From an optimization exercise on the open Yosys and OpenROAD flow, aimed at small area, a short achievable clock period and few clock cycles per item; shortcuts taken in it are not production practice.
In this exercise RTL edits were held to simulation tests only and were not proved equivalent to the original.
Power is estimated from default activity; no workload was simulated.

### flow/flow/run.sh
#!/bin/bash
# Standard layout with buf_4 port buffers, timing repair aiming at 6.5 ns of setup slack
# (a 3.5 ns period) while the constraints stay at the design's 10 ns clock, and larger
# clock-tree sink clusters.
export BUFFER_PORTS_ARGS="-buffer_cell sky130_fd_sc_hd__buf_4"
export SETUP_SLACK_MARGIN=6.5
export CTS_ARGS="-sink_clustering_enable -repair_clock_nets -sink_clustering_size 27 -sink_clustering_max_diameter 90 -dont_use_dummy_load"
bash standard.sh > standard.log 2>&1
### flow/standard.sh
#!/bin/bash
# synth_recipe.tcl (not shown) runs the flow's synth.tcl, then flattens the netlist and writes it again
# the make line also repeats each setting of config.mk as NAME=value (left out here)
make -C /OpenROAD-flow-scripts/flow DESIGN_CONFIG=/design/flow/config.mk WORK_HOME=/design/flow/orfs CLKGATE_MAP_FILE= SYNTH_SCRIPT=/design/flow/synth_recipe.tcl "${@:-finish}"
### flow/config.mk
export PLATFORM = sky130hd
export DESIGN_NAME = gaussian_pyramid_core
export DESIGN_NICKNAME = gaussian_pyramid_core
export VERILOG_FILES = /design/flow/design.v
export SDC_FILE = /design/flow/constraint.sdc
export NUM_CORES = 4
export LEC_CHECK = 0
export CAP_MARGIN = 20
export CORE_MARGIN = 2
export CORE_UTILIZATION = 40
export SLEW_MARGIN = 20
### flow/constraint.sdc
create_clock -name core_clock -period 10.0 [get_ports {clk_in}]
set_input_delay 2.0000 -clock core_clock [delete_from_list [all_inputs] [get_ports {clk_in}]]
set_output_delay 2.0000 -clock core_clock [all_outputs]
set_load 0.01 [all_outputs]
### flow/design.v
package gaussian_pyramid_pkg;
  localparam int NORM_SHIFT = 4;
endpackage
import gaussian_pyramid_pkg::*;
module blur_free
#(
  parameter int W = 64,
  parameter int BIT_DEPTH = 8
) (
  input  logic                 clk,
  input  logic [BIT_DEPTH-1:0] in_pixel,
  input  logic                 border,
  output logic [BIT_DEPTH-1:0] out_pixel,
  output logic [BIT_DEPTH-1:0] out_copy,
  output logic [BIT_DEPTH-1:0] out_centre
);
  localparam int VW = BIT_DEPTH + 2;
  localparam int SW = BIT_DEPTH + 4;
  logic [W-1:0][BIT_DEPTH-1:0] sra, srb;
  logic [VW-1:0] va, vb;
  logic [SW-1:0] w;
  logic [BIT_DEPTH-1:0] ca, cb, res;
  logic [SW-1:0] h;
  assign h = w + SW'(va);
  assign res = border ? cb : h[SW-1:NORM_SHIFT];
  always_ff @(posedge clk) begin
    sra <= {sra[W-2:0], in_pixel};
    srb <= {srb[W-2:0], sra[W-1]};
    va <= VW'(srb[W-1]) + (VW'(sra[W-1]) << 1) + VW'(in_pixel);
    vb <= va;
    w <= SW'(vb) + (SW'(va) << 1);
    ca <= sra[W-1];
    cb <= ca;
    out_pixel <= res;
    out_copy <= res;
    out_centre <= cb;
  end
endmodule
module line_ring
#(
  parameter int L = 64,
  parameter int BIT_DEPTH = 8,
  parameter bit AHEAD = 1'b0
) (
  input  logic                   clk,
  input  logic                   we0,
  input  logic [BIT_DEPTH-1:0]   d0,
  input  logic                   we1,
  input  logic [BIT_DEPTH-1:0]   d1,
  output logic [BIT_DEPTH-1:0]   q1,
  output logic [BIT_DEPTH-1:0]   q2,
  output logic [BIT_DEPTH+1:0]   r
);
  logic [L-1:0][BIT_DEPTH-1:0] s;
  assign q1 = s[L-1];
  assign q2 = s[L-2];
  always_ff @(posedge clk)
    s <= {s[L-2:0], we0 ? d0 : we1 ? d1 : s[L-1]};
  if (AHEAD) begin : g_ahead
    always_ff @(posedge clk)
      r <= (BIT_DEPTH + 2)'(s[L-3]) + ((BIT_DEPTH + 2)'(s[L-2]) << 1);
  end else begin : g_now
    assign r = (BIT_DEPTH + 2)'(q2) + ((BIT_DEPTH + 2)'(q1) << 1);
  end
endmodule
module blur_ring
#(
  parameter int W = 32,
  parameter int H = 32,
  parameter int BIT_DEPTH = 8,
  parameter bit FINAL = 1'b0
) (
  input  logic                       clk,
  input  logic                       rst_n,
  input  logic                       clr,
  input  logic                       ev,
  input  logic [BIT_DEPTH-1:0]       in_pixel,
  input  logic [BIT_DEPTH-1:0]       ring_q1,
  input  logic [BIT_DEPTH+1:0]       ring_r,
  output logic                       ring_we,
  output logic [BIT_DEPTH-1:0]       ring_d,
  output logic                       out_valid,
  output logic                       out_valid_int,
  output logic                       out_keep,
  output logic                       out_keep_int,
  output logic [$clog2(W*H)-1:0]     out_addr,
  output logic [BIT_DEPTH-1:0]       out_pixel,
  output logic [BIT_DEPTH-1:0]       out_pixel_int,
  output logic [BIT_DEPTH-1:0]       out_centre
);
  localparam int AW = $clog2(W * H);
  localparam int LW = $clog2(W);
  localparam int KW = $clog2(W + 2);
  localparam int VW = BIT_DEPTH + 2;
  localparam int SW = BIT_DEPTH + 4;
  logic [KW-1:0] k;
  logic [AW-1:0] cnt;
  logic [VW-1:0] va, vb;
  logic [SW-1:0] w;
  logic [BIT_DEPTH-1:0] ca, cb, xd, res, cen;
  logic [SW-1:0] h;
  logic ev_d, emit, emit_d, border, copy_d, left_d, wr_d, keep;
  assign emit = ev && k == KW'(W + 1);
  assign h = w + SW'(va);
  assign border = cnt[AW-1:LW] == '0 || &cnt[AW-1:LW] || cnt[LW-1:0] == '0 || &cnt[LW-1:0];
  assign ring_we = ev || ev_d;
  assign ring_d = ev ? in_pixel : ca;
  assign wr_d = emit_d || copy_d || left_d;
  assign keep = (emit_d || left_d) && !cnt[LW] && !cnt[0];
  always_comb begin
    if (emit_d) begin
      res = border ? cb : h[SW-1:NORM_SHIFT];
      cen = cb;
    end else if (copy_d) begin
      res = xd;
      cen = xd;
    end else begin
      res = ca;
      cen = ca;
    end
  end
  always_ff @(posedge clk) begin
    if (ev) begin
      va <= ring_r + VW'(in_pixel);
      vb <= va;
      w <= SW'(vb) + (SW'(va) << 1);
      ca <= ring_q1;
      cb <= ca;
      xd <= in_pixel;
    end
    out_pixel <= res;
    out_pixel_int <= res;
    out_centre <= cen;
    out_addr <= copy_d ? {cnt[AW-1:LW] + 1'b1, cnt[LW-1:0]} : cnt;
  end
  always_ff @(posedge clk or negedge rst_n) begin
    if (!rst_n) begin
      k <= '0;
      cnt <= '0;
      ev_d <= 1'b0;
      emit_d <= 1'b0;
      copy_d <= 1'b0;
      left_d <= 1'b0;
      out_valid <= 1'b0;
      out_valid_int <= 1'b0;
      out_keep <= 1'b0;
      out_keep_int <= 1'b0;
    end else begin
      k <= clr ? '0 : (ev && k != KW'(W + 1)) ? k + 1'b1 : k;
      cnt <= clr ? '0 : (emit_d || left_d) ? cnt + 1'b1 : cnt;
      ev_d <= ev && !clr;
      emit_d <= emit && !clr;
      copy_d <= FINAL && emit_d && !clr && cnt >= AW'(W * (H - 2) - 1);
      left_d <= FINAL && copy_d && !clr && cnt == AW'(W * (H - 1) - 1);
      out_valid <= wr_d;
      out_valid_int <= wr_d;
      out_keep <= keep;
      out_keep_int <= keep;
    end
  end
endmodule
import gaussian_pyramid_pkg::*;
module gaussian_pyramid_core
#(
  parameter int BIT_DEPTH = 8,
  parameter int TOP_WIDTH = 64,
  parameter int TOP_HEIGHT = 64,
  parameter int READ_LATENCY = 2,
  localparam int A1 = $clog2(TOP_WIDTH * TOP_HEIGHT),
  localparam int A2 = $clog2((TOP_WIDTH >> 1) * (TOP_HEIGHT >> 1)),
  localparam int A3 = $clog2((TOP_WIDTH >> 2) * (TOP_HEIGHT >> 2))
) (
  input  logic                 clk_in,
  input  logic                 rst_in,
  input  logic                 start_in,
  output logic [A1-1:0]        ext_read_addr,
  output logic                 ext_read_addr_valid,
  input  logic [BIT_DEPTH-1:0] ext_pixel_in,
  output logic [A1-1:0]        O1L1_write_addr, O1L2_write_addr, O1L3_write_addr,
  output logic                 O1L1_write_valid, O1L2_write_valid, O1L3_write_valid,
  output logic [BIT_DEPTH-1:0] O1L1_pixel_out, O1L2_pixel_out, O1L3_pixel_out,
  output logic [A2-1:0]        O2L1_write_addr, O2L2_write_addr, O2L3_write_addr,
  output logic                 O2L1_write_valid, O2L2_write_valid, O2L3_write_valid,
  output logic [BIT_DEPTH-1:0] O2L1_pixel_out, O2L2_pixel_out, O2L3_pixel_out,
  output logic [A3-1:0]        O3L1_write_addr, O3L2_write_addr, O3L3_write_addr,
  output logic                 O3L1_write_valid, O3L2_write_valid, O3L3_write_valid,
  output logic [BIT_DEPTH-1:0] O3L1_pixel_out, O3L2_pixel_out, O3L3_pixel_out,
  output logic                 pyramid_done
);
  localparam int W2 = TOP_WIDTH >> 1;
  localparam int H2 = TOP_HEIGHT >> 1;
  localparam int W3 = TOP_WIDTH >> 2;
  localparam int H3 = TOP_HEIGHT >> 2;
  localparam int LW1 = $clog2(TOP_WIDTH);
  localparam int LW2 = $clog2(W2);
  localparam int LW3 = $clog2(W3);
  localparam int N1 = TOP_WIDTH * TOP_HEIGHT;
  localparam int CW = A1 + 1;
  localparam int LAT1 = READ_LATENCY + 1 + TOP_WIDTH + 2;
  localparam int LAT2 = LAT1 + TOP_WIDTH + 3;
  localparam int DONE_AT = N1 + 78;
  localparam int FL21 = N1 - 64;
  localparam int FL31 = N1 + 8;
  logic start_r, busy, rd_en, o2v1_int;
  logic [BIT_DEPTH-1:0] px;
  logic [CW-1:0] b1, b2;
  logic brd1, brd2, v23, o2l1;
  logic [A1-1:0] a11, a23;
  always_ff @(posedge clk_in or negedge rst_in) begin
    if (!rst_in) begin
      start_r <= 1'b0;
      busy <= 1'b0;
      rd_en <= 1'b0;
      ext_read_addr_valid <= 1'b0;
      ext_read_addr <= '0;
      O1L1_write_valid <= 1'b0;
      b1 <= '0;
      b2 <= '0;
      v23 <= 1'b0;
      O2L1_write_valid <= 1'b0;
      o2v1_int <= 1'b0;
      pyramid_done <= 1'b0;
    end else begin
      start_r <= start_in && !busy && !start_r;
      if (start_r) begin
        busy <= 1'b1;
        rd_en <= 1'b1;
        ext_read_addr_valid <= 1'b1;
        ext_read_addr <= '0;
        b1 <= CW'(-LAT1);
        b2 <= CW'(-LAT2);
      end else begin
        if (pyramid_done) busy <= 1'b0;
        if (&ext_read_addr) begin
          rd_en <= 1'b0;
          ext_read_addr_valid <= 1'b0;
        end
        if (rd_en) ext_read_addr <= ext_read_addr + 1'b1;
        if (busy) begin
          b1 <= b1 + 1'b1;
          b2 <= b2 + 1'b1;
        end
      end
      O1L1_write_valid <= busy && !b1[CW-1];
      v23 <= busy && !b2[CW-1];
      O2L1_write_valid <= o2l1;
      o2v1_int <= o2l1;
      pyramid_done <= busy && !pyramid_done && b2 == CW'(DONE_AT);
    end
  end
  always_ff @(posedge clk_in) begin
    px <= ext_pixel_in;
    a11 <= b1[A1-1:0];
    a23 <= b2[A1-1:0];
  end
  assign o2l1 = busy && !b2[CW-1] && !b2[LW1] && !b2[0];
  assign brd1 = b1[A1-1:LW1] == '0 || &b1[A1-1:LW1] || b1[LW1-1:0] == '0 || &b1[LW1-1:0];
  assign brd2 = b2[A1-1:LW1] == '0 || &b2[A1-1:LW1] || b2[LW1-1:0] == '0 || &b2[LW1-1:0];
  assign O1L1_write_addr = a11;
  logic [BIT_DEPTH-1:0] l2, l3_int;
  blur_free #(.W(TOP_WIDTH), .BIT_DEPTH(BIT_DEPTH)) u_b11 (
    .clk(clk_in), .in_pixel(px), .border(brd1), .out_pixel(), .out_copy(l2), .out_centre(O1L1_pixel_out));
  blur_free #(.W(TOP_WIDTH), .BIT_DEPTH(BIT_DEPTH)) u_b12 (
    .clk(clk_in), .in_pixel(l2), .border(brd2), .out_pixel(O1L3_pixel_out), .out_copy(l3_int),
    .out_centre(O1L2_pixel_out));
  assign O1L2_write_valid = v23;
  assign O1L3_write_valid = v23;
  assign O1L2_write_addr = a23;
  assign O1L3_write_addr = a23;
  assign O2L1_write_addr = {a23[A1-1:LW1+1], a23[LW1-1:1]};
  assign O2L1_pixel_out = O1L3_pixel_out;
  logic f21, f31;
  logic ev21, ev22, ev31, ev32;
  logic o2v, o3v, o3k_int;
  logic [BIT_DEPTH-1:0] o2p1, o3p1, o2p2;
  logic r21we, r22we, r31we, r32we;
  logic [BIT_DEPTH-1:0] r21d, r22d, r31d, r32d, r21q1, r22q1, r3q1;
  logic [BIT_DEPTH+1:0] r21r, r22r, r3r;
  always_ff @(posedge clk_in or negedge rst_in) begin
    if (!rst_in) begin
      f21 <= 1'b0;
      f31 <= 1'b0;
    end else begin
      f21 <= busy && b2 >= CW'(FL21) && b2 <= CW'(FL21 + 2 * W2) && b2[0] == FL21[0];
      f31 <= busy && b2 >= CW'(FL31) && b2 <= CW'(FL31 + 4 * W3) && b2[1:0] == FL31[1:0];
    end
  end
  assign ev21 = o2v1_int || f21;
  assign ev22 = o2v;
  assign ev31 = o3k_int || f31;
  assign ev32 = o3v;
  line_ring #(.L(TOP_WIDTH), .BIT_DEPTH(BIT_DEPTH)) u_r21 (
    .clk(clk_in), .we0(r21we), .d0(r21d), .we1(1'b0), .d1(r21d), .q1(r21q1), .q2(), .r(r21r));
  line_ring #(.L(TOP_WIDTH), .BIT_DEPTH(BIT_DEPTH)) u_r22 (
    .clk(clk_in), .we0(r22we), .d0(r22d), .we1(1'b0), .d1(r22d), .q1(r22q1), .q2(), .r(r22r));
  line_ring #(.L(TOP_WIDTH), .BIT_DEPTH(BIT_DEPTH), .AHEAD(1'b1)) u_r3 (
    .clk(clk_in), .we0(r31we), .d0(r31d), .we1(r32we), .d1(r32d), .q1(r3q1), .q2(), .r(r3r));
  blur_ring #(.W(W2), .H(H2), .BIT_DEPTH(BIT_DEPTH)) u_b21 (
    .clk(clk_in), .rst_n(rst_in), .clr(start_r), .ev(ev21), .in_pixel(l3_int),
    .ring_q1(r21q1), .ring_r(r21r), .ring_we(r21we), .ring_d(r21d),
    .out_valid(), .out_valid_int(o2v), .out_keep(), .out_keep_int(), .out_addr(),
    .out_pixel(), .out_pixel_int(o2p1), .out_centre());
  blur_ring #(.W(W2), .H(H2), .BIT_DEPTH(BIT_DEPTH), .FINAL(1'b1)) u_b22 (
    .clk(clk_in), .rst_n(rst_in), .clr(start_r), .ev(ev22), .in_pixel(o2p1),
    .ring_q1(r22q1), .ring_r(r22r), .ring_we(r22we), .ring_d(r22d),
    .out_valid(O2L3_write_valid), .out_valid_int(), .out_keep(O3L1_write_valid), .out_keep_int(o3k_int),
    .out_addr(O2L3_write_addr), .out_pixel(O2L3_pixel_out), .out_pixel_int(o2p2),
    .out_centre(O2L2_pixel_out));
  assign O2L2_write_valid = O2L3_write_valid;
  assign O2L2_write_addr = O2L3_write_addr;
  assign O3L1_write_addr = {O2L3_write_addr[A2-1:LW2+1], O2L3_write_addr[LW2-1:1]};
  assign O3L1_pixel_out = O2L3_pixel_out;
  blur_ring #(.W(W3), .H(H3), .BIT_DEPTH(BIT_DEPTH)) u_b31 (
    .clk(clk_in), .rst_n(rst_in), .clr(start_r), .ev(ev31), .in_pixel(o2p2),
    .ring_q1(r3q1), .ring_r(r3r), .ring_we(r31we), .ring_d(r31d),
    .out_valid(), .out_valid_int(o3v), .out_keep(), .out_keep_int(), .out_addr(),
    .out_pixel(), .out_pixel_int(o3p1), .out_centre());
  blur_ring #(.W(W3), .H(H3), .BIT_DEPTH(BIT_DEPTH), .FINAL(1'b1)) u_b32 (
    .clk(clk_in), .rst_n(rst_in), .clr(start_r), .ev(ev32), .in_pixel(o3p1),
    .ring_q1(r3q1), .ring_r(r3r), .ring_we(r32we), .ring_d(r32d),
    .out_valid(O3L3_write_valid), .out_valid_int(), .out_keep(), .out_keep_int(),
    .out_addr(O3L3_write_addr), .out_pixel(O3L3_pixel_out), .out_pixel_int(),
    .out_centre(O3L2_pixel_out));
  assign O3L2_write_valid = O3L3_write_valid;
  assign O3L2_write_addr = O3L3_write_addr;
endmodule
==> impl_metrics.tcl, run 1 <==
set metrics [dict create \
    drt_wl_total_um 122000 \
    syn_area_per_cell_um2 16.6 \
    finalCritPeriodShare_pct 33.9 \
    drv_slew 0 \
    die_h_um 496 \
    final_net_count 6330 \
    p_leak_nw 42.7 \
    initial_core_util_pct 40.3 \
    critical-path-slowest-cell "dfrtp_1" \
    dieArea_mm2 0.246 \
    wl_per_cell_um 13.2 \
    synth-edff-count 208 \
    fin_hold_ws_ns 0.241 \
    fmax_ghz 0.295 \
    gp_congestion 0.798 \
    vias 38200 \
    hold_viol_final 0 \
    drcViolationCount 0 \
    synth_seq_cells 4101 \
    yosysSeqAreaShare_pct 87.5 \
    r2r_slack_ns 7.21 \
    gr-total-overflow 0 \
    design.core.area_mm2 0.241 \
    dp_cells 9086 \
    grt_pass1_wl_um 198000 \
    die_w_um 496 \
    setup_viol 0 \
    drive_above_1_share_pct 6.96 \
    vias_per_cell 4.13 \
    htreeDepth 4 \
    grt_max_degree 79 \
    clk_pin_slew_ns 0.09 \
    final_cells 9268 \
    synth_top_area_cell "dfxtp_1" \
    hpwl_um 75000 \
    synth_fp_nets 6078 \
    layout_common_cells "dfxtp_1 (3,756), buf_4 (209), edfxtp_1 (208)" \
    start_kind "register" \
    max_slew.worst_pin.slew_ns 1.12 \
    cts_root_buffer "clkbuf_16" \
    mostFrequentLayoutCell "dfxtp_1" \
    async_reset_ff_share_pct 2.97 \
    worstPathMaxFanout 6 \
    drtPass1Iterations 5 \
    cpPeakStageDelay_ns 0.44 \
    seq_area_mm2 0.0848 \
    rsz0062_at_grt "no" \
    status "complete, no violations" \
    required_ns 8.00 \
    hp-class "register to register" \
    ios 196 \
    synthToLayoutAreaGrowth_pct 9.48 \
    slew_headroom_pct 25.0 \
    yosys_most_used_dff "dfxtp_1" \
    multi_input_area_mm2 0.0110 \
    cts_hold_buffers 0 \
    worstPathCellList "buf_4" \
    pre_cts_ws_ns 6.44 \
    cts_tree "done" \
    fin_ws_ns 6.61 \
    clock_sinks 4101 \
    portBuffers 195 \
    critPathTopFamily "flip-flops" \
    numCtsBuffers 176 \
    ir_drop_v 0.000172 \
    postRouteAntennaNets 0 \
    worstSetupPathType "register to primary output" \
    post-route-min-period_ns 3.39 \
    synth.distinct_cells 74 \
    synth_top_area_share_pct 77.9 \
    grt_pass1_vias 37600 \
    clockBufferDepth 3 \
    tns_ns 0 \
    postSynthCellCount 5829 \
    worstSetupEndpointType "primary output" \
    ys_top_cells_by_area "dfxtp_1 (78%), edfxtp_1 (6.4%), dfrtp_1 (3.1%)" \
    track_usage_pct 9.92 \
    clk_latency_ns 0.84 \
    cp.buffers_inverters 1 \
    n_fill_cell 20900 \
    cap_violations 0 \
    fin_worst_skew_ns 0.0846 \
    yosysWarningCount 8 \
    crit_arrival_ns 1.39 \
    fp-row-count 180 \
    power_density_mw_per_mm2 250 \
    drt_iter0_drc 1781 \
    syn_area_mm2 0.0969 \
    antenna_found_initial 13 \
]
## through the flow
step,util [%],total power (W),instance area [µm²]
global route,44.1,0.0277,106000
detailed placement,42.2,0.0193,102000
CTS,44.1,0.0269,106000
global placement,42.2,0.0193,102000
finish,44.1,0.0265,106000
floorplan,-,0.0188,96900
## registers in the layout (all words and copies together) (netlist names), 13 cells and up
register / cells
u_r3.s: 512
u_b11.srb: 512
u_r21.s: 512
b2: 13
u_b12.sra: 512
u_r22.s: 512
u_b12.srb: 512
b1: 13
u_b11.sra: 512
## where the power goes
| group | internal (W) | total, W | switching, W |
|---|---|---|---|
| Clock | 0.00315 | 0.00759 | 0.00444 |
| Combinational | 0.000444 | 0.000992 | 0.000548 |
| Sequential | 0.0175 | 0.0179 | 0.000412 |
| Total | 0.0211 | 0.0265 | 0.00540 |
## per-layer routing
metal	GRT usage [%]	vias to the layer above	wire (µm)
met2	14.7	544	51100
met1	14.3	18300	62300
met5	0	-	0
met3	2.08	240	5140
li1	-	19200	-
met4	3.65	0	3870
## timing repair
item                       in CTS  in global routing
resized for setup              13                  6
setup endpoints to repair      22                 11
buffers inserted                1                  1
## cell families (layout without fill, tap and decap cells)
| logic type | Yosys count | in the layout | synth area share [%] |
|---|---|---|---|
| multiplexers | 40 | 40 | 0.421 |
| XOR/XNOR | 193 | 193 | 1.74 |
| AND/OR/NAND/NOR | 632 | 632 | 3.12 |
| other | 0 | 4 | 0 |
| flip-flops | 4101 | 4101 | 87.5 |
| buffers and inverters | 216 | 466 | 1.16 |
| adder cells (fa/ha/maj) | 238 | 238 | 3.39 |
| AO/OA/AOI/OAI | 409 | 409 | 2.69 |
## cells in the mapped netlist, types with 44 or more instances
master    instances
a21oi_1         136
xor2_1           82
edfxtp_1        208
ha_1            197
inv_1            76
dfrtp_1         122
buf_4            83
nand3_1          44
nand2_1         154
clkbuf_1         48
nor3_1           50
o21ai_1          62
nor2_1          197
xnor2_1         111
dfxtp_1        3771
nor2b_1          45
## worst register-to-register path, cell delays in order (launching register included)
cell      delay (ns)
dfxtp_2         0.39
inv_1           0.08
fa_1            0.54
inv_1           0.04
ha_1            0.21
fa_1            0.41
a21o_1          0.18
a21oi_1         0.22
o21bai_1        0.10
a21oi_1         0.24
o21ai_1         0.11
## worst paths after layout
kind / startpoint / to / cells after the start
min: u_b12.sra[210] / u_b12.sra[218] / 0
min in group asynchronous: rst_in / O1L1_write_valid / 1
max reg2reg: u_b12.out_pixel[1] / u_b21.va[9] / 10
min reg2reg: u_b12.sra[210] / u_b12.sra[218] / 0
max in group asynchronous: rst_in / start_r / 2
max: ext_read_addr[6] / ext_read_addr[6] / 1
## final cells by class
cell class              instances  share of cell area [%]
flip-flops and latches       4101                    79.9
well taps                    3185                    3.76
repair buffers                210                    1.49
multi-input cells            1512                    10.4
diodes                          4                 0.00943
inverters                      80                   0.284
clock buffers                 176                    4.15
Testbench counts, summed over its fixed seeds: cycles 138,048, frames 32.
==> run 2, diff against run 1 <==
--- a/flow/design.v
+++ b/flow/design.v
@@ -74,6 +74,7 @@
   input  logic                       rst_n,
   input  logic                       clr,
   input  logic                       ev,
+  input  logic                       go,
   input  logic [BIT_DEPTH-1:0]       in_pixel,
   input  logic [BIT_DEPTH-1:0]       ring_q1,
   input  logic [BIT_DEPTH+1:0]       ring_r,
@@ -90,17 +91,15 @@
 );
   localparam int AW = $clog2(W * H);
   localparam int LW = $clog2(W);
-  localparam int KW = $clog2(W + 2);
   localparam int VW = BIT_DEPTH + 2;
   localparam int SW = BIT_DEPTH + 4;
-  logic [KW-1:0] k;
   logic [AW-1:0] cnt;
   logic [VW-1:0] va, vb;
   logic [SW-1:0] w;
   logic [BIT_DEPTH-1:0] ca, cb, xd, res, cen;
   logic [SW-1:0] h;
   logic ev_d, emit, emit_d, border, copy_d, left_d, wr_d, keep;
-  assign emit = ev && k == KW'(W + 1);
+  assign emit = ev && go;
   assign h = w + SW'(va);
   assign border = cnt[AW-1:LW] == '0 || &cnt[AW-1:LW] || cnt[LW-1:0] == '0 || &cnt[LW-1:0];
   assign ring_we = ev || ev_d;
@@ -135,7 +134,6 @@
   end
   always_ff @(posedge clk or negedge rst_n) begin
     if (!rst_n) begin
-      k <= '0;
       cnt <= '0;
       ev_d <= 1'b0;
       emit_d <= 1'b0;
@@ -146,7 +144,6 @@
       out_keep <= 1'b0;
       out_keep_int <= 1'b0;
     end else begin
-      k <= clr ? '0 : (ev && k != KW'(W + 1)) ? k + 1'b1 : k;
       cnt <= clr ? '0 : (emit_d || left_d) ? cnt + 1'b1 : cnt;
       ev_d <= ev && !clr;
       emit_d <= emit && !clr;
@@ -201,14 +198,17 @@
   localparam int DONE_AT = N1 + 78;
   localparam int FL21 = N1 - 64;
   localparam int FL31 = N1 + 8;
-  logic start_r, busy, rd_en, o2v1_int;
+  localparam int GO21 = 2 * TOP_WIDTH + 3;
+  localparam int GO22 = GO21 + 2 * TOP_WIDTH + 4;
+  localparam int GO31 = GO21 + 6 * TOP_WIDTH + 10;
+  localparam int GO32 = GO21 + 10 * TOP_WIDTH + 16;
+  logic start, busy, rd_en, o2v1_int;
   logic [BIT_DEPTH-1:0] px;
   logic [CW-1:0] b1, b2;
   logic brd1, brd2, v23, o2l1;
   logic [A1-1:0] a11, a23;
   always_ff @(posedge clk_in or negedge rst_in) begin
     if (!rst_in) begin
-      start_r <= 1'b0;
       busy <= 1'b0;
       rd_en <= 1'b0;
       ext_read_addr_valid <= 1'b0;
@@ -221,8 +221,7 @@
       o2v1_int <= 1'b0;
       pyramid_done <= 1'b0;
     end else begin
-      start_r <= start_in && !busy && !start_r;
-      if (start_r) begin
+      if (start) begin
         busy <= 1'b1;
         rd_en <= 1'b1;
         ext_read_addr_valid <= 1'b1;
@@ -253,6 +252,7 @@
     a11 <= b1[A1-1:0];
     a23 <= b2[A1-1:0];
   end
+  assign start = start_in && !busy;
   assign o2l1 = busy && !b2[CW-1] && !b2[LW1] && !b2[0];
   assign brd1 = b1[A1-1:LW1] == '0 || &b1[A1-1:LW1] || b1[LW1-1:0] == '0 || &b1[LW1-1:0];
   assign brd2 = b2[A1-1:LW1] == '0 || &b2[A1-1:LW1] || b2[LW1-1:0] == '0 || &b2[LW1-1:0];
@@ -296,12 +296,12 @@
   line_ring #(.L(TOP_WIDTH), .BIT_DEPTH(BIT_DEPTH), .AHEAD(1'b1)) u_r3 (
     .clk(clk_in), .we0(r31we), .d0(r31d), .we1(r32we), .d1(r32d), .q1(r3q1), .q2(), .r(r3r));
   blur_ring #(.W(W2), .H(H2), .BIT_DEPTH(BIT_DEPTH)) u_b21 (
-    .clk(clk_in), .rst_n(rst_in), .clr(start_r), .ev(ev21), .in_pixel(l3_int),
+    .clk(clk_in), .rst_n(rst_in), .clr(start), .ev(ev21), .go(b2 >= CW'(GO21)), .in_pixel(l3_int),
     .ring_q1(r21q1), .ring_r(r21r), .ring_we(r21we), .ring_d(r21d),
     .out_valid(), .out_valid_int(o2v), .out_keep(), .out_keep_int(), .out_addr(),
     .out_pixel(), .out_pixel_int(o2p1), .out_centre());
   blur_ring #(.W(W2), .H(H2), .BIT_DEPTH(BIT_DEPTH), .FINAL(1'b1)) u_b22 (
-    .clk(clk_in), .rst_n(rst_in), .clr(start_r), .ev(ev22), .in_pixel(o2p1),
+    .clk(clk_in), .rst_n(rst_in), .clr(start), .ev(ev22), .go(b2 >= CW'(GO22)), .in_pixel(o2p1),
     .ring_q1(r22q1), .ring_r(r22r), .ring_we(r22we), .ring_d(r22d),
     .out_valid(O2L3_write_valid), .out_valid_int(), .out_keep(O3L1_write_valid), .out_keep_int(o3k_int),
     .out_addr(O2L3_write_addr), .out_pixel(O2L3_pixel_out), .out_pixel_int(o2p2),
@@ -311,12 +311,12 @@
   assign O3L1_write_addr = {O2L3_write_addr[A2-1:LW2+1], O2L3_write_addr[LW2-1:1]};
   assign O3L1_pixel_out = O2L3_pixel_out;
   blur_ring #(.W(W3), .H(H3), .BIT_DEPTH(BIT_DEPTH)) u_b31 (
-    .clk(clk_in), .rst_n(rst_in), .clr(start_r), .ev(ev31), .in_pixel(o2p2),
+    .clk(clk_in), .rst_n(rst_in), .clr(start), .ev(ev31), .go(b2 >= CW'(GO31)), .in_pixel(o2p2),
     .ring_q1(r3q1), .ring_r(r3r), .ring_we(r31we), .ring_d(r31d),
     .out_valid(), .out_valid_int(o3v), .out_keep(), .out_keep_int(), .out_addr(),
     .out_pixel(), .out_pixel_int(o3p1), .out_centre());
   blur_ring #(.W(W3), .H(H3), .BIT_DEPTH(BIT_DEPTH), .FINAL(1'b1)) u_b32 (
-    .clk(clk_in), .rst_n(rst_in), .clr(start_r), .ev(ev32), .in_pixel(o3p1),
+    .clk(clk_in), .rst_n(rst_in), .clr(start), .ev(ev32), .go(b2 >= CW'(GO32)), .in_pixel(o3p1),
     .ring_q1(r3q1), .ring_r(r3r), .ring_we(r32we), .ring_d(r32d),
     .out_valid(O3L3_write_valid), .out_valid_int(), .out_keep(), .out_keep_int(),
     .out_addr(O3L3_write_addr), .out_pixel(O3L3_pixel_out), .out_pixel_int(),
--- a/flow/config.mk
+++ b/flow/config.mk
@@ -7,5 +7,5 @@
 export LEC_CHECK = 0
 export CAP_MARGIN = 20
 export CORE_MARGIN = 2
-export CORE_UTILIZATION = 40
+export CORE_UTILIZATION = 55
 export SLEW_MARGIN = 20
==> run 2 against run 1 <==
Clock skew shrank 0.024 ns. Total power increased by 8.3%. Wire length shrank 0.43%. Synthesized cell count is 1.2% lower. Critical path type unchanged. Largest power group unchanged. Highest routed layer unchanged.
==> impl_metrics.tcl, run 2 <==
set metrics [dict create \
    grt_max_degree 74 \
    p_leak_nw 42.0 \
    portBuffers 195 \
    vias 37600 \
    postSynthCellCount 5757 \
    final_net_count 6241 \
    dieArea_mm2 0.178 \
    hpwl_um 75600 \
    synth-edff-count 208 \
    syn_area_mm2 0.0961 \
    wl_per_cell_um 14.6 \
    synth.most_common_cell "dfxtp_1" \
    cts_tree "done" \
    rsz0062_at_grt "yes" \
    mostFrequentLayoutCell "dfxtp_1" \
    die_w_um 422 \
    synth_top_area_cell "dfxtp_1" \
    vias_per_cell 4.52 \
    crit_arrival_ns 1.45 \
    post-route-min-period_ns 3.45 \
    synth_fp_nets 5999 \
    cap_violations 0 \
    fp-row-count 153 \
    yosys_most_used_dff "dfxtp_1" \
    power_w 0.0287 \
    worstSetupPathType "register to primary output" \
    cpPeakStageDelay_ns 0.49 \
    fmax_ghz 0.290 \
    cts_hold_buffers 0 \
    max_slew.worst_pin.slew_ns 1.08 \
    hold_viol_final 0 \
    worstPathCellList "buf_6" \
    cts_root_buffer "clkbuf_16" \
    r2r_slack_ns 7.36 \
    ios 196 \
    ir_drop_v 0.000201 \
    gp_congestion 0.798 \
    drcViolationCount 0 \
    ys_top_cells_by_area "dfxtp_1 (79%), edfxtp_1 (6.5%), dfrtp_1 (2.6%)" \
    hp-class "register to register" \
    drv_slew 0 \
    yosysSeqAreaShare_pct 87.7 \
    worstSetupEndpointType "primary output" \
    antenna_found_initial 8 \
    clock_sinks 4078 \
    track_usage_pct 13.8 \
    design.core.area_mm2 0.174 \
    finalCritPeriodShare_pct 34.5 \
    tns_ns 0 \
    fin_worst_skew_ns 0.0603 \
    clk_latency_ns 0.82 \
    clk_pin_slew_ns 0.09 \
    postRouteAntennaNets 0 \
    grt_pass1_vias 37200 \
    worstPathMaxFanout 2 \
    drt_wl_total_um 122000 \
    power_density_mw_per_mm2 276 \
    drt_iter0_drc 2002 \
    async_reset_ff_share_pct 2.43 \
    initial_core_util_pct 55.3 \
    start_kind "register" \
    htreeDepth 4 \
    slew_headroom_pct 28.2 \
    die_h_um 422 \
    critPathTopFamily "flip-flops" \
    clockBufferDepth 3 \
    cp.buffers_inverters 1 \
    grt_pass1_wl_um 198000 \
    syn_area_per_cell_um2 16.7 \
    drtPass1Iterations 5 \
    synth_seq_cells 4078 \
    gr-total-overflow 0 \
    yosysWarningCount 8 \
    setup_viol 0 \
    synthTopCellsByCount "dfxtp_1 (3,771), edfxtp_1 (208), nor2_1 (198), ha_1 (190), nand2_1 (171)" \
    required_ns 8.00 \
    synth_top_area_share_pct 78.6 \
    status "complete, no violations" \
    drive_above_1_share_pct 7.05 \
    synth.distinct_cells 78 \
    synthToLayoutAreaGrowth_pct 8.32 \
    layout_common_cells "dfxtp_1 (3,754), edfxtp_1 (208), buf_4 (205)" \
    numCtsBuffers 172 \
    critical-path-slowest-cell "dfrtp_2" \
]
-- run 2: cell types whose count changed after synthesis, sizes merged, moves of 9 or more --
cell   previous run  this run
a21oi           136       119
dfrtp           122        99
and3             29        11
buf              88        98
nand2           154       172
mux2i            37        46
o21a             21        12
inv              79        63
xor2             82        63
xnor2           111       101
-- run 2: cell type report --
class | instances | area (µm²)
sequential | 4078 | 84300
antenna | 5 | 12.5
multi-input combinational | 1476 | 10800
timing repair buffer | 207 | 1560
inverter | 64 | 240
fill | 13200 | 69600
clock buffer | 172 | 4300
tap | 2325 | 2910
-- run 2: worst paths after layout --
check / from / to / cells after the start
worst max-delay path: u_b22.out_valid / O2L3_write_valid / 1
min in group asynchronous: rst_in / u_b22.cnt[4] / 1
worst min-delay path: u_b11.srb[185] / u_b11.srb[193] / 0
max in group asynchronous: rst_in / v23 / 2
worst max register to register: u_b12.out_pixel[1] / u_b21.va[9] / 8
worst min register to register: u_b11.srb[185] / u_b11.srb[193] / 0
-- run 2: per-layer routing --
metal	global-route usage (%)	share of wire [%]	routed length [µm]	vias up
met3	2.63	3.6	4350	211
met4	5.36	3.3	4080	0
met5	0	0	0	-
met1	19.7	50	61400	17900
li1	-	-	-	19000
met2	21.1	43	52100	502
-- run 2: timing repair --
item                                    in CTS  in global routing
endpoints found under the setup margin      41                  3
resized for setup                           36                  0
endpoints found under the hold margin        0                  0
setup buffers                                1                  3
-- run 2: cell families after synthesis --
| kind of cell | count (synthesis) | synth area share [%] |
|---|---|---|
| XOR/XNOR | 164 | 1.50 |
| flip-flops | 4078 | 87.7 |
| AO/OA/AOI/OAI | 405 | 2.75 |
| buffers and inverters | 203 | 1.16 |
| adder cells (fa/ha/maj) | 231 | 3.33 |
| AND/OR/NAND/NOR | 627 | 3.10 |
| multiplexers | 49 | 0.514 |
-- run 2: per-stage QoR --
step | utilization, % | area, µm² | hold slack, ns | std cells | setup slack (ns)
4_1_cts | 59.9 | 104000 | 0.271 | 8319 | 6.45
6_report | 59.9 | 104000 | 0.272 | 8327 | 6.55
5_1_grt | 59.9 | 104000 | 0.269 | 8323 | 6.46
3_5_place_dp | 57.4 | 99700 | 0.312 | 8146 | 6.51
2_1_floorplan | - | 96100 | 0.310 | 5757 | 6.87
3_3_place_gp | 57.4 | 99700 | 0.310 | 8146 | 6.47
-- run 2: report_power, final --
part | switching [W] | internal, W
clock network | 0.00437 | 0.00308
registers | 0.000861 | 0.0184
logic | 0.00108 | 0.000896
Testbench counts of run 2, summed over its fixed seeds: cycles 138,016, frames 32.
==> run 3, diff against run 2 <==
--- a/flow/config.mk
+++ b/flow/config.mk
@@ -7,5 +7,5 @@
 export LEC_CHECK = 0
 export CAP_MARGIN = 20
 export CORE_MARGIN = 2
-export CORE_UTILIZATION = 55
+export CORE_UTILIZATION = 40
 export SLEW_MARGIN = 20
==> run 3 against run 2 <==
Worst hold slack improved by 0.011 ns. Still clean on timing, DRC and antenna. Die area rose by 37%. Largest power group unchanged. Core utilization fell by 16 points. Highest routed layer unchanged. Cell count rose by 10%. Critical endpoint is now ext_read_addr[4]. Largest cell class unchanged.
==> impl_metrics.tcl, run 3 <==
set metrics [dict create \
    fin_area_mm2 0.105 \
    drcViolationCount 0 \
    vias_per_cell 4.12 \
    cpPeakStageDelay_ns 0.45 \
    switching_share_pct 22.1 \
    power_density_mw_per_mm2 273 \
    die_h_um 494 \
    drive_above_1_share_pct 7.13 \
    grt_max_degree 74 \
    crit_arrival_ns 1.39 \
    yosysSeqAreaShare_pct 87.7 \
    setup_viol 0 \
    critical-path-slowest-cell "dfrtp_2" \
    tns_ns 0 \
    power_w 0.0287 \
    cts_hold_buffers 0 \
    cp.buffers_inverters 1 \
    internal-power_w 0.0224 \
    finalCritPeriodShare_pct 33.9 \
    synth-edff-count 208 \
    power_frac_seq_pct 66.8 \
    ys_top_cells_by_area "dfxtp_1 (79%), edfxtp_1 (6.5%), dfrtp_1 (2.6%)" \
    track_usage_pct 9.98 \
    clock_sinks 4078 \
    fin_worst_skew_ns 0.0976 \
    clockBufferDepth 3 \
    ir_drop_v 0.000168 \
    post-route-min-period_ns 3.39 \
    fmax_ghz 0.295 \
    gr-total-overflow 0 \
    synth.distinct_cells 78 \
    p_comb_share_pct 7.1 \
    drtPass1Iterations 5 \
    cts_tree "done" \
    portBuffers 195 \
    yosysWarningCount 8 \
    switching_power_w 0.00634 \
    synthToLayoutAreaGrowth_pct 9.40 \
    n_fill_cell 20700 \
    drt_iter0_drc 2051 \
    hold_viol_final 0 \
    status "complete, no violations" \
    fin_hold_ws_ns 0.284 \
    antenna_found_initial 8 \
    layout_common_cells "dfxtp_1 (3,752), buf_4 (211), edfxtp_1 (208)" \
    p_clk_share_pct 26.0 \
    synth_seq_cells 4078 \
    numCtsBuffers 172 \
    initial_core_util_pct 40.3 \
    max_slew.worst_pin.slew_ns 1.10 \
    worstSetupPathType "register to primary output" \
    async_reset_ff_share_pct 2.43 \
    postSynthCellCount 5757 \
    p_leak_nw 42.0 \
    postRouteAntennaNets 0 \
    cap_violations 0 \
    worstPathCellList "buf_4" \
    wl_per_cell_um 13.3 \
    grt_pass1_vias 37500 \
    syn_area_mm2 0.0961 \
    gp_congestion 0.807 \
    dieArea_mm2 0.244 \
    final_core_util_pct 44.1 \
    critPathTopFamily "flip-flops" \
    worstSetupEndpointType "primary output" \
    fp-row-count 179 \
    die_w_um 494 \
    design.core.area_mm2 0.238 \
    vias 37800 \
    rsz0062_at_grt "no" \
    grt_pass1_wl_um 198000 \
    required_ns 8.00 \
    synth_top_area_cell "dfxtp_1" \
    clk_pin_slew_ns 0.09 \
    synth_fp_nets 5999 \
    drt_wl_total_um 122000 \
    yosys_most_used_dff "dfxtp_1" \
    clk_latency_ns 0.80 \
    slew_headroom_pct 26.8 \
    hp-class "register to register" \
    drv_slew 0 \
    worstPathMaxFanout 5 \
    start_kind "register" \
    cts_root_buffer "clkbuf_16" \
    ios 196 \
    htreeDepth 4 \
    synth_top_area_share_pct 78.6 \
    final_net_count 6245 \
    syn_area_per_cell_um2 16.7 \
    placed_area_mm2 0.101 \
    mostFrequentLayoutCell "dfxtp_1" \
    hpwl_um 74500 \
    synthTopCellsByCount "dfxtp_1 (3,771), edfxtp_1 (208), nor2_1 (198), ha_1 (190), nand2_1 (171)" \
    synth.most_common_cell "dfxtp_1" \
]
## run 3: cell type report
cell class / instances / area (µm²) / share of cell area, %
Inverter: 64 / 240 / 0.229
Clock buffer: 172 / 4300 / 4.09
Antenna cell: 3 / 7.51 / 0.00714
Timing Repair Buffer: 211 / 1580 / 1.51
Sequential cell: 4078 / 84300 / 80.2
Multi-Input combinational cell: 1476 / 10800 / 10.2
Tap cell: 3167 / 3960 / 3.77
## run 3: through the flow
stage / instances / setup WS, ns
2_1_floorplan: 5757 / 6.87
3_3_place_gp: 8991 / 6.50
3_5_place_dp: 8991 / 6.52
4_1_cts: 9166 / 6.50
5_1_grt: 9170 / 6.50
6_report: 9171 / 6.61
## run 3: metal layers
metal  routed length, µm  vias to the layer above  GRT usage (%)
li1                    -                    19000              -
met1               62300                    18000           14.3
met2               50500                      624           14.8
met3                5350                      230           2.05
met4                3830                        0           3.83
met5                   0                        -              0
## run 3: timing repair
action,CTS,global route
gates cloned,0,0
setup buffers,3,2
gates resized for setup,23,3
endpoints found under the setup margin,36,7
## run 3: kinds of logic (layout without fill, tap and decap cells)
kind of cell | after synthesis | count (layout) | synth area share (%)
AO/OA/AOI/OAI | 405 | 405 | 2.75
multiplexers | 49 | 49 | 0.514
buffers and inverters | 203 | 447 | 1.16
other | 0 | 3 | 0
flip-flops | 4078 | 4078 | 87.7
XOR/XNOR | 164 | 164 | 1.50
AND/OR/NAND/NOR | 627 | 627 | 3.10
adder cells (fa/ha/maj) | 231 | 231 | 3.33
## run 3: power groups by stage
stage	registers [W]	logic, W	clock network, W
after global routing	0.0194	0.00228	0.00837
after floorplan	0.0193	0.00139	0
after CTS	0.0192	0.00206	0.00780
after global placement	0.0195	0.00201	0
final	0.0192	0.00205	0.00748
after detailed placement	0.0196	0.00204	0
## run 3: worst paths after layout
kind                       slack (ns)             start  depth (start not counted)                   to
max                              6.61  ext_read_addr[4]                          1     ext_read_addr[4]
min                              0.28      u_r22.s[300]                          0         u_r22.s[308]
max reg2reg                      7.35             b2[1]                          5   u_b12.out_pixel[1]
min reg2reg                      0.28      u_r22.s[300]                          0         u_r22.s[308]
max in group asynchronous        7.59            rst_in                          2  u_b21.out_valid_int
min in group asynchronous        1.16            rst_in                          1     O1L1_write_valid
==> run 4, diff against run 3 <==
==> flow/flow/run.sh (replaced) <==
#!/bin/bash
# Standard layout with buf_4 port buffers, timing repair aiming at 6.5 ns of setup slack
# (a 3.5 ns period) while the constraints stay at the design's 10 ns clock, and larger
# clock-tree sink clusters.
export BUFFER_PORTS_ARGS="-buffer_cell sky130_fd_sc_hd__buf_4"
export SETUP_SLACK_MARGIN=6.5
export CTS_ARGS="-sink_clustering_enable -repair_clock_nets -sink_clustering_size 27 -sink_clustering_max_diameter 90 -dont_use_dummy_load -buf_list {sky130_fd_sc_hd__clkbuf_8 sky130_fd_sc_hd__clkbuf_16}"
bash standard.sh > standard.log 2>&1
==> run 4 against run 3 <==
Core utilization stayed put. Clock skew stayed put. Largest cell class unchanged. Register-to-register slack hardly changed. Sequential cell count stayed put. Clock power hardly changed. Cell area stayed put. Clock-buffer cell count stayed put. Sequential share of layout area stayed put. Wire length stayed put.
==> impl_metrics.tcl, run 4 <==
set metrics [dict create \
    design.core.area_mm2 0.238 \
    drt_wl_total_um 122000 \
    yosys_most_used_dff "dfxtp_1" \
    worstPathMaxFanout 5 \
    vias 37800 \
    worstPathCellList "buf_4" \
    hpwl_um 74500 \
    fin_area_mm2 0.105 \
    start_kind "register" \
    ys_top_cells_by_area "dfxtp_1 (79%), edfxtp_1 (6.5%), dfrtp_1 (2.6%)" \
    drtPass1Iterations 5 \
    drv_slew 0 \
    p_leak_nw 42.0 \
    hold_viol_final 0 \
    slew_headroom_pct 26.8 \
    finalCritPeriodShare_pct 33.9 \
    initial_core_util_pct 40.3 \
    synth-edff-count 208 \
    min_to "u_r22.s[308]" \
    worstSetupEndpointType "primary output" \
    synth_seq_cells 4078 \
    drive_above_1_share_pct 7.13 \
    worstSetupPathType "register to primary output" \
    antenna_found_initial 8 \
    grt_max_degree 74 \
    setup_viol 0 \
    grt_pass1_vias 37500 \
    synth.distinct_cells 78 \
    track_usage_pct 9.98 \
    postSynthCellCount 5757 \
    synth_fp_nets 5999 \
    fin_hold_ws_ns 0.284 \
    fin_worst_skew_ns 0.0976 \
    synth_top_area_cell "dfxtp_1" \
    synth_top_area_share_pct 78.6 \
    yosysWarningCount 8 \
    crit_arrival_ns 1.39 \
    clockBufferDepth 3 \
    placed_area_mm2 0.101 \
    drcViolationCount 0 \
    cpPeakStageDelay_ns 0.45 \
    clk_latency_ns 0.80 \
    fmax_ghz 0.295 \
    worst_r2r_path_depth 5 \
    final_net_count 6245 \
    portBuffers 195 \
    vias_per_cell 4.12 \
    yosysSeqAreaShare_pct 87.7 \
    die_h_um 494 \
    ir_drop_v 0.000168 \
    postRouteAntennaNets 0 \
    mostFrequentLayoutCell "dfxtp_1" \
    dieArea_mm2 0.244 \
    hold_start "u_r22.s[300]" \
    r2r_end "u_b12.out_pixel[1]" \
    cts_root_buffer "clkbuf_16" \
    critPathTopFamily "flip-flops" \
    drt_iter0_drc 2051 \
    rsz0062_at_grt "no" \
    die_w_um 494 \
    required_ns 8.00 \
    syn_area_per_cell_um2 16.7 \
    clock_sinks 4078 \
    final_core_util_pct 44.1 \
    whs_path_depth 0 \
    syn_area_mm2 0.0961 \
    synthToLayoutAreaGrowth_pct 9.40 \
    fp-row-count 179 \
    cts_tree "done" \
    r2r_slack_ns 7.35 \
    htreeDepth 4 \
    critical-path-slowest-cell "dfrtp_2" \
    async_reset_ff_share_pct 2.43 \
    cp.buffers_inverters 1 \
    clk_pin_slew_ns 0.09 \
    tns_ns 0 \
    gp_congestion 0.807 \
    synth.most_common_cell "dfxtp_1" \
    ios 196 \
    max_slew.worst_pin.slew_ns 1.10 \
    synthTopCellsByCount "dfxtp_1 (3,771), edfxtp_1 (208), nor2_1 (198), ha_1 (190), nand2_1 (171)" \
    wl_per_cell_um 13.3 \
    critical_path.startpoint "ext_read_addr[4]" \
    status "complete, no violations" \
    numCtsBuffers 172 \
    power_density_mw_per_mm2 273 \
    gr-total-overflow 0 \
    layout_common_cells "dfxtp_1 (3,752), buf_4 (211), edfxtp_1 (208)" \
    post-route-min-period_ns 3.39 \
    grt_pass1_wl_um 198000 \
    reg2reg_from "b2[1]" \
    hp-class "register to register" \
    cap_violations 0 \
]
==> run 4: per-stage QoR <==
step / instances / total power, W / setup WS [ns]
after floorplan: 5757 / 0.0207 / 6.87
after global placement: 8991 / 0.0216 / 6.50
after detailed placement: 8991 / 0.0216 / 6.52
after CTS: 9166 / 0.0291 / 6.50
after global routing: 9170 / 0.0301 / 6.50
final: 9171 / 0.0287 / 6.61
==> run 4: layout make-up <==
| cell class | count | area, µm² |
|---|---|---|
| repair buffers | 211 | 1580 |
| inverters | 64 | 240 |
| clock buffers | 172 | 4300 |
| fillers | 20700 | 133000 |
| multi-input cells | 1476 | 10800 |
| well taps | 3167 | 3960 |
| flip-flops and latches | 4078 | 84300 |
| diodes | 3 | 7.51 |
==> run 4: per-layer routing <==
metal | up-vias | part of all wire [%] | global-route usage [%]
met4 | 0 | 3.1 | 3.83
met2 | 624 | 41 | 14.8
li1 | 19000 | - | -
met1 | 18000 | 51 | 14.3
met5 | - | 0 | 0
met3 | 230 | 4.4 | 2.05
==> run 4: power by group <==
| part | leakage [nW] | internal, W | switching, W |
|---|---|---|---|
| logic | 6.01 | 0.000909 | 0.00114 |
| registers | 33.9 | 0.0184 | 0.000801 |
| clock network | 2.12 | 0.00308 | 0.00439 |
| total | 42.0 | 0.0224 | 0.00634 |
==> run 4: worst max-delay path by stage <==
stage / slack (ns) / endpoint / cells after the start
global route: 6.50 / ext_read_addr[1] / 1
floorplan: 6.87 / ext_read_addr[10] / 5
finish: 6.61 / ext_read_addr[4] / 1
global placement: 6.50 / u_b22.cnt[9] / 6
detailed placement: 6.52 / u_b22.cnt[7] / 6
CTS: 6.50 / ext_read_addr[3] / 1
==> run 4: repair_timing <==
action | in CTS | in global routing
hold buffers | 0 | 0
cloned | 0 | 0
gates resized for setup | 23 | 3
setup buffers | 3 | 2
endpoints found under the setup margin | 36 | 7
==> run 4: cell families after synthesis <==
family,count (synthesis),share of synthesized area [%]
adder cells (fa/ha/maj),231,3.33
buffers and inverters,203,1.16
AND/OR/NAND/NOR,627,3.10
AO/OA/AOI/OAI,405,2.75
multiplexers,49,0.514
flip-flops,4078,87.7
XOR/XNOR,164,1.50
==> run 5, diff against run 4 <==
--- a/flow/design.v
+++ b/flow/design.v
@@ -17,18 +17,17 @@
   localparam int VW = BIT_DEPTH + 2;
   localparam int SW = BIT_DEPTH + 4;
   logic [W-1:0][BIT_DEPTH-1:0] sra, srb;
-  logic [VW-1:0] va, vb;
-  logic [SW-1:0] w;
+  logic [VW-1:0] va, vb, vc;
   logic [BIT_DEPTH-1:0] ca, cb, res;
   logic [SW-1:0] h;
-  assign h = w + SW'(va);
+  assign h = SW'(vc) + (SW'(vb) << 1) + SW'(va);
   assign res = border ? cb : h[SW-1:NORM_SHIFT];
   always_ff @(posedge clk) begin
     sra <= {sra[W-2:0], in_pixel};
     srb <= {srb[W-2:0], sra[W-1]};
     va <= VW'(srb[W-1]) + (VW'(sra[W-1]) << 1) + VW'(in_pixel);
     vb <= va;
-    w <= SW'(vb) + (SW'(va) << 1);
+    vc <= vb;
     ca <= sra[W-1];
     cb <= ca;
     out_pixel <= res;
@@ -94,13 +93,12 @@
   localparam int VW = BIT_DEPTH + 2;
   localparam int SW = BIT_DEPTH + 4;
   logic [AW-1:0] cnt;
-  logic [VW-1:0] va, vb;
-  logic [SW-1:0] w;
+  logic [VW-1:0] va, vb, vc;
   logic [BIT_DEPTH-1:0] ca, cb, xd, res, cen;
   logic [SW-1:0] h;
   logic ev_d, emit, emit_d, border, copy_d, left_d, wr_d, keep;
   assign emit = ev && go;
-  assign h = w + SW'(va);
+  assign h = SW'(vc) + (SW'(vb) << 1) + SW'(va);
   assign border = cnt[AW-1:LW] == '0 || &cnt[AW-1:LW] || cnt[LW-1:0] == '0 || &cnt[LW-1:0];
   assign ring_we = ev || ev_d;
   assign ring_d = ev ? in_pixel : ca;
@@ -122,7 +120,7 @@
     if (ev) begin
       va <= ring_r + VW'(in_pixel);
       vb <= va;
-      w <= SW'(vb) + (SW'(va) << 1);
+      vc <= vb;
       ca <= ring_q1;
       cb <= ca;
       xd <= in_pixel;
@@ -195,6 +193,7 @@
   localparam int CW = A1 + 1;
   localparam int LAT1 = READ_LATENCY + 1 + TOP_WIDTH + 2;
   localparam int LAT2 = LAT1 + TOP_WIDTH + 3;
+  localparam int LAG = LAT2 - LAT1;
   localparam int DONE_AT = N1 + 78;
   localparam int FL21 = N1 - 64;
   localparam int FL31 = N1 + 8;
@@ -204,7 +203,7 @@
   localparam int GO32 = GO21 + 10 * TOP_WIDTH + 16;
   logic start, busy, rd_en, o2v1_int;
   logic [BIT_DEPTH-1:0] px;
-  logic [CW-1:0] b1, b2;
+  logic [CW-1:0] b1, b2;   
   logic brd1, brd2, v23, o2l1;
   logic [A1-1:0] a11, a23;
   always_ff @(posedge clk_in or negedge rst_in) begin
@@ -214,7 +213,6 @@
       ext_read_addr_valid <= 1'b0;
       ext_read_addr <= '0;
       O1L1_write_valid <= 1'b0;
-      b1 <= '0;
       b2 <= '0;
       v23 <= 1'b0;
       O2L1_write_valid <= 1'b0;
@@ -226,25 +224,21 @@
         rd_en <= 1'b1;
         ext_read_addr_valid <= 1'b1;
         ext_read_addr <= '0;
-        b1 <= CW'(-LAT1);
         b2 <= CW'(-LAT2);
       end else begin
-        if (pyramid_done) busy <= 1'b0;
+        if (b2 == CW'(DONE_AT + 1)) busy <= 1'b0;
         if (&ext_read_addr) begin
           rd_en <= 1'b0;
           ext_read_addr_valid <= 1'b0;
         end
         if (rd_en) ext_read_addr <= ext_read_addr + 1'b1;
-        if (busy) begin
-          b1 <= b1 + 1'b1;
-          b2 <= b2 + 1'b1;
-        end
+        if (busy) b2 <= b2 + 1'b1;
       end
       O1L1_write_valid <= busy && !b1[CW-1];
       v23 <= busy && !b2[CW-1];
       O2L1_write_valid <= o2l1;
       o2v1_int <= o2l1;
-      pyramid_done <= busy && !pyramid_done && b2 == CW'(DONE_AT);
+      pyramid_done <= busy && b2 == CW'(DONE_AT);
     end
   end
   always_ff @(posedge clk_in) begin
@@ -253,6 +247,7 @@
     a23 <= b2[A1-1:0];
   end
   assign start = start_in && !busy;
+  assign b1 = b2 + CW'(LAG);
   assign o2l1 = busy && !b2[CW-1] && !b2[LW1] && !b2[0];
   assign brd1 = b1[A1-1:LW1] == '0 || &b1[A1-1:LW1] || b1[LW1-1:0] == '0 || &b1[LW1-1:0];
   assign brd2 = b2[A1-1:LW1] == '0 || &b2[A1-1:LW1] || b2[LW1-1:0] == '0 || &b2[LW1-1:0];
==> flow/flow/run.sh (replaced) <==
#!/bin/bash
# Standard layout with buf_4 port buffers, timing repair aiming at 6.5 ns of setup slack
# (a 3.5 ns period) while the constraints stay at the design's 10 ns clock, and larger
# clock-tree sink clusters.
export BUFFER_PORTS_ARGS="-buffer_cell sky130_fd_sc_hd__buf_4"
export SETUP_SLACK_MARGIN=6.5
export CTS_ARGS="-sink_clustering_enable -repair_clock_nets -sink_clustering_size 27 -sink_clustering_max_diameter 90 -dont_use_dummy_load"
bash standard.sh > standard.log 2>&1
==> run 5 against run 4 <==
Via count decreased by 6.3%. Die area shrank 2.0%. Global-route usage decreased by 0.16 points. Sequential cell count is 25 lower. Critical path depth unchanged. Synthesized cell count fell by 4.4%. Setup slack lost 0.012 ns. Highest routed layer unchanged.
==> impl_metrics.tcl, run 5 <==
set metrics [dict create \
    start_kind "register" \
    mostFrequentLayoutCell "dfxtp_1" \
    grt_pass1_vias 35900 \
    clockBufferDepth 3 \
    clock_sinks 4053 \
    drive_above_1_share_pct 7.55 \
    yosys_most_used_dff "dfxtp_1" \
    cp.buffers_inverters 1 \
    track_usage_pct 9.82 \
    synth.distinct_cells 67 \
    hold_viol_final 0 \
    p_comb_share_pct 7.5 \
    cap_violations 0 \
    critPathTopFamily "flip-flops" \
    hpwl_um 71000 \
    fp-row-count 178 \
    cts_tree "done" \
    synth_top_area_share_pct 80.1 \
    drt_wl_total_um 117000 \
    htreeDepth 4 \
    slew_headroom_pct 27.7 \
    fin_area_mm2 0.103 \
    worstPathMaxFanout 4 \
    critical-path-slowest-cell "dfxtp_2" \
    synth-simple-area-share_pct 2.02 \
    antenna_found_initial 9 \
    internal-power_w 0.0224 \
    muxShareOfSynthArea_pct 0.562 \
    p_clk_share_pct 26.0 \
    ir_drop_v 0.000172 \
    gr-total-overflow 0 \
    setup_viol 0 \
    tns_ns 0 \
    synthToLayoutAreaGrowth_pct 9.70 \
    clk_latency_ns 0.84 \
    initial_core_util_pct 40.1 \
    worstPathCellList "buf_4" \
    die_w_um 489 \
    ys_top_cells_by_area "dfxtp_1 (80%), edfxtp_1 (6.4%), dfrtp_1 (2.3%)" \
    yosysSeqAreaShare_pct 88.7 \
    cts_root_buffer "clkbuf_16" \
    grt_max_degree 72 \
    worstSetupPathType "register to primary output" \
    n_fill_cell 20500 \
    synth-edff-count 200 \
    synth.most_common_cell "dfxtp_1" \
    gp_congestion 0.759 \
    design.core.area_mm2 0.235 \
    grt_pass1_wl_um 190000 \
    synth_seq_cells 4053 \
    drt_iter0_drc 1746 \
    clk_pin_slew_ns 0.11 \
    dieArea_mm2 0.239 \
    switching_power_w 0.00639 \
    fin_worst_skew_ns 0.117 \
    async_reset_ff_share_pct 2.12 \
    layout_common_cells "dfxtp_1 (3,750), buf_4 (204), edfxtp_1 (200)" \
    post-route-min-period_ns 3.40 \
    synth_compound_area_share_pct 2.25 \
    cpPeakStageDelay_ns 0.46 \
    max_slew.worst_pin.slew_ns 1.08 \
    drv_slew 0 \
    postRouteAntennaNets 0 \
    fmax_ghz 0.294 \
    synth_fp_nets 5741 \
    yosysWarningCount 8 \
    vias_per_cell 3.98 \
    crit_arrival_ns 1.40 \
    die_h_um 489 \
    final_net_count 5988 \
    status "complete, no violations" \
    switching_share_pct 22.2 \
    rsz0062_at_grt "no" \
    synthAdderAreaFrac_pct 3.69 \
    drtPass1Iterations 5 \
    syn_area_mm2 0.0942 \
    worstSetupEndpointType "primary output" \
    drcViolationCount 0 \
    postSynthCellCount 5506 \
    synth_top_area_cell "dfxtp_1" \
    power_frac_seq_pct 66.5 \
    numCtsBuffers 174 \
    synthXorXnorAreaFrac_pct 1.26 \
    p_leak_nw 41.7 \
    placed_area_mm2 0.0988 \
    syn_area_per_cell_um2 17.1 \
    synthTopCellsByCount "dfxtp_1 (3,767), edfxtp_1 (200), inv_1 (149), a21oi_1 (140), nor2_1 (136)" \
    finalCritPeriodShare_pct 34.0 \
    ios 196 \
    power_density_mw_per_mm2 279 \
    synth_top_family_by_area "adder cells" \
    wl_per_cell_um 13.1 \
    hp-class "register to register" \
    portBuffers 195 \
    vias 35500 \
    required_ns 8.00 \
    cts_hold_buffers 0 \
]
[run 5: changes by cell type after synthesis, moves of 14 or more]
cell     change
a21o_1      -14
a21oi_1     +21
fa_1        +48
ha_1        -55
inv_1       +86
nand2_1     -57
nand3_1     -25
nand4_1     -15
nor2_1      -62
nor3_1      -28
o21ai_0     +17
o41ai_1     -14
xnor2_1     -29
[run 5: power by group through the flow]
| stage | Sequential (W) | Clock (W) | Combinational (W) |
|---|---|---|---|
| 6_report | 0.0191 | 0.00749 | 0.00216 |
| 5_1_grt | 0.0194 | 0.00839 | 0.00243 |
| 4_1_cts | 0.0192 | 0.00782 | 0.00219 |
| 3_5_place_dp | 0.0195 | 0 | 0.00218 |
| 3_3_place_gp | 0.0195 | 0 | 0.00214 |
| 2_1_floorplan | 0.0192 | 0 | 0.00151 |
[run 5: cell families (layout without fill, tap and decap cells)]
| kind of cell | Yosys count | after routing |
|---|---|---|
| AO/OA/AOI/OAI | 351 | 351 |
| multiplexers | 52 | 52 |
| XOR/XNOR | 135 | 135 |
| AND/OR/NAND/NOR | 404 | 404 |
| flip-flops | 4053 | 4053 |
| buffers and inverters | 287 | 532 |
| other | 0 | 6 |
| adder cells (fa/ha/maj) | 224 | 224 |
[run 5: per-layer routing]
metal	wire [µm]	global-route usage, %	up-vias
met4	2830	3.01	0
met3	5380	2.20	209
li1	-	-	17800
met1	61400	14.5	17000
met2	47200	14.4	479
met5	0	0	-
[run 5: through the flow]
stage          std cells  worst slack [ns]  total power, W  utilization, %  hold WS (ns)
2_1_floorplan       5506              7.06          0.0207               -         0.310
3_3_place_gp        8723              6.57          0.0217            42.1         0.310
3_5_place_dp        8723              6.56          0.0217            42.1         0.312
4_1_cts             8900              6.44          0.0292            44.0         0.204
5_1_grt             8902              6.50          0.0302            44.0         0.208
6_report            8907              6.60          0.0288            44.0         0.216
[run 5: final cells by class]
class	count	area, µm²	share of cell area, %
multi-input cells	1166	9240	8.94
flip-flops and latches	4053	83600	80.9
repair buffers	209	1600	1.55
diodes	6	15.0	0.0145
clock buffers	174	4350	4.21
inverters	149	559	0.541
well taps	3150	3940	3.81
[run 5: path summary, 6_finish.rpt]
check                                        start                   to  slack (ns)  depth (start not counted)
worst min register to register        u_r21.s[232]         u_r21.s[240]        0.22                          0
worst max-delay path            u_b22.out_pixel[3]    O2L3_pixel_out[3]        6.60                          1
min in group asynchronous                   rst_in     ext_read_addr[1]        1.08                          1
max in group asynchronous                   rst_in  u_b31.out_valid_int        7.64                          2
worst max register to register               b2[0]    u_b11.out_copy[5]        6.86                          8
worst min-delay path                  u_r21.s[232]         u_r21.s[240]        0.22                          0
[run 5: timing repair]
item	CTS	global route
buffers inserted	3	0
gates resized for setup	29	1
endpoints found under the setup margin	39	1
Testbench counts of run 5, summed over its fixed seeds: cycles 138,016, frames 32.
==> run 6, diff against run 5 <==
--- a/flow/design.v
+++ b/flow/design.v
@@ -288,7 +288,7 @@
     .clk(clk_in), .we0(r21we), .d0(r21d), .we1(1'b0), .d1(r21d), .q1(r21q1), .q2(), .r(r21r));
   line_ring #(.L(TOP_WIDTH), .BIT_DEPTH(BIT_DEPTH)) u_r22 (
     .clk(clk_in), .we0(r22we), .d0(r22d), .we1(1'b0), .d1(r22d), .q1(r22q1), .q2(), .r(r22r));
-  line_ring #(.L(TOP_WIDTH), .BIT_DEPTH(BIT_DEPTH), .AHEAD(1'b1)) u_r3 (
+  line_ring #(.L(TOP_WIDTH), .BIT_DEPTH(BIT_DEPTH)) u_r3 (
     .clk(clk_in), .we0(r31we), .d0(r31d), .we1(r32we), .d1(r32d), .q1(r3q1), .q2(), .r(r3r));
   blur_ring #(.W(W2), .H(H2), .BIT_DEPTH(BIT_DEPTH)) u_b21 (
     .clk(clk_in), .rst_n(rst_in), .clr(start), .ev(ev21), .go(b2 >= CW'(GO21)), .in_pixel(l3_int),
==> run 6 against run 5 <==
Wire length grew 2.2%. Area after synthesis shrank 0.10%. Combinational power shrank 9.7%. Sequential cell count shrank 9. Cell area is essentially flat.
==> impl_metrics.tcl, run 6 <==
set metrics [dict create \
    synth_top_area_cell "dfxtp_1" \
    gp_congestion 0.754 \
    synth-edff-count 200 \
    rsz0062_at_grt "yes" \
    clk_pin_slew_ns 0.10 \
    critPathTopFamily "flip-flops" \
    track_usage_pct 10.0 \
    drive_above_1_share_pct 7.81 \
    drcViolationCount 0 \
    cpPeakStageDelay_ns 0.46 \
    synthToLayoutAreaGrowth_pct 9.81 \
    critical-path-slowest-cell "dfxtp_2" \
    slew_headroom_pct 38.7 \
    cap_violations 0 \
    yosysSeqAreaShare_pct 88.6 \
    initial_core_util_pct 40.1 \
    antenna_found_initial 11 \
    hold_viol_final 0 \
    synthTopCellsByCount "dfxtp_1 (3,758), edfxtp_1 (200), nor2_1 (148), inv_1 (139), ha_1 (135)" \
    vias 35400 \
    drt_iter0_drc 1788 \
    p_leak_nw 41.6 \
    finalCritPeriodShare_pct 34.0 \
    worstSetupEndpointType "primary output" \
    status "complete, no violations" \
    worstPathCellList "buf_4" \
    worstSetupPathType "register to primary output" \
    fmax_ghz 0.294 \
    vias_per_cell 3.98 \
    hpwl_um 72600 \
    ios 196 \
    die_h_um 489 \
    cts_root_buffer "clkbuf_16" \
    htreeDepth 4 \
    drv_slew 0 \
    setup_viol 0 \
    worstPathMaxFanout 4 \
    cp.buffers_inverters 1 \
    fin_worst_skew_ns 0.110 \
    async_reset_ff_share_pct 2.13 \
    start_kind "register" \
    wl_per_cell_um 13.4 \
    synth_seq_cells 4044 \
    final_net_count 5987 \
    synth_top_area_share_pct 80.0 \
    drtPass1Iterations 5 \
    post-route-min-period_ns 3.40 \
    power_w 0.0282 \
    fin_area_mm2 0.103 \
    synth.most_common_cell "dfxtp_1" \
    design.core.area_mm2 0.235 \
    fp-row-count 178 \
    syn_area_mm2 0.0941 \
    die_w_um 489 \
    postSynthCellCount 5501 \
    numCtsBuffers 174 \
    yosysWarningCount 7 \
    grt_pass1_vias 35400 \
    synth_fp_nets 5736 \
    crit_arrival_ns 1.40 \
    tns_ns 0 \
    portBuffers 195 \
    grt_max_degree 71 \
    placed_area_mm2 0.0987 \
    gr-total-overflow 0 \
    hp-class "register to register" \
    final_core_util_pct 44.1 \
    clock_sinks 4044 \
    clockBufferDepth 3 \
    layout_common_cells "dfxtp_1 (3,735), buf_4 (207), edfxtp_1 (200)" \
    grt_pass1_wl_um 192000 \
]
-- run 6: cell count changes after synthesis, sizes merged, moves of 10 or more --
| cell | previous run | this run |
|---|---|---|
| nor2 | 138 | 149 |
| nand2 | 114 | 97 |
| a21oi | 140 | 126 |
| inv | 149 | 139 |
-- run 6: cells by family after synthesis --
kind of cell / share of synthesized area [%]
DFF: 88.6
and+or+nand+nor: 2.11
AOI/OAI and AO/OA: 2.27
buffers and inverters: 1.47
adders and majority gates: 3.69
xor gates and xnor gates: 1.25
muxes: 0.585
-- run 6: through the flow --
stage / worst slack [ns] / std cells
6_report: 6.60 / 8904
4_1_cts: 6.47 / 8898
5_1_grt: 6.49 / 8901
3_5_place_dp: 6.48 / 8712
3_3_place_gp: 6.42 / 8712
2_1_floorplan: 7.02 / 5501
-- run 6: layer usage --
| layer | part of all wire (%) | vias to the layer above | GRT usage, % |
|---|---|---|---|
| met5 | 0 | - | 0 |
| met4 | 2.7 | 0 | 3.32 |
| met3 | 4.5 | 207 | 2.16 |
| met2 | 41 | 494 | 14.6 |
| met1 | 52 | 16900 | 14.8 |
| li1 | - | 17800 | - |
-- run 6: cell type report --
| class | count | area, µm² |
|---|---|---|
| Multi-Input combinational cell | 1175 | 9340 |
| Antenna cell | 4 | 10.0 |
| Clock buffer | 174 | 4350 |
| Sequential cell | 4044 | 83500 |
| Inverter | 139 | 524 |
| Tap cell | 3150 | 3940 |
| Timing Repair Buffer | 218 | 1690 |
| Fill cell | 20400 | 131000 |
-- run 6: what timing repair did --
action / in CTS / in global routing
resized for setup: 50 / 0
pin swaps: 0 / 1
setup buffers: 12 / 2
endpoints found under the setup margin: 56 / 11
hold buffers: 0 / 0
-- run 6: where the power goes --
part,internal (W),switching [W]
sequential,0.0180,0.000766
combinational,0.000898,0.00105
clock,0.00311,0.00437
total,0.0220,0.00619
-- run 6: worst paths after layout --
kind / start / endpoint / slack, ns / depth (start not counted)
max in group asynchronous: rst_in / u_b21.out_valid_int / 7.70 / 2
max: u_b22.out_pixel[2] / O3L1_pixel_out[2] / 6.60 / 1
min reg2reg: u_r21.s[476] / u_r21.s[484] / 0.27 / 0
min in group asynchronous: rst_in / ext_read_addr[9] / 1.11 / 1
min: u_r21.s[476] / u_r21.s[484] / 0.27 / 0
max reg2reg: u_r3.s[504] / u_b32.va[9] / 6.88 / 13
Testbench counts of run 6, summed over its fixed seeds: cycles 138,016, frames 32.
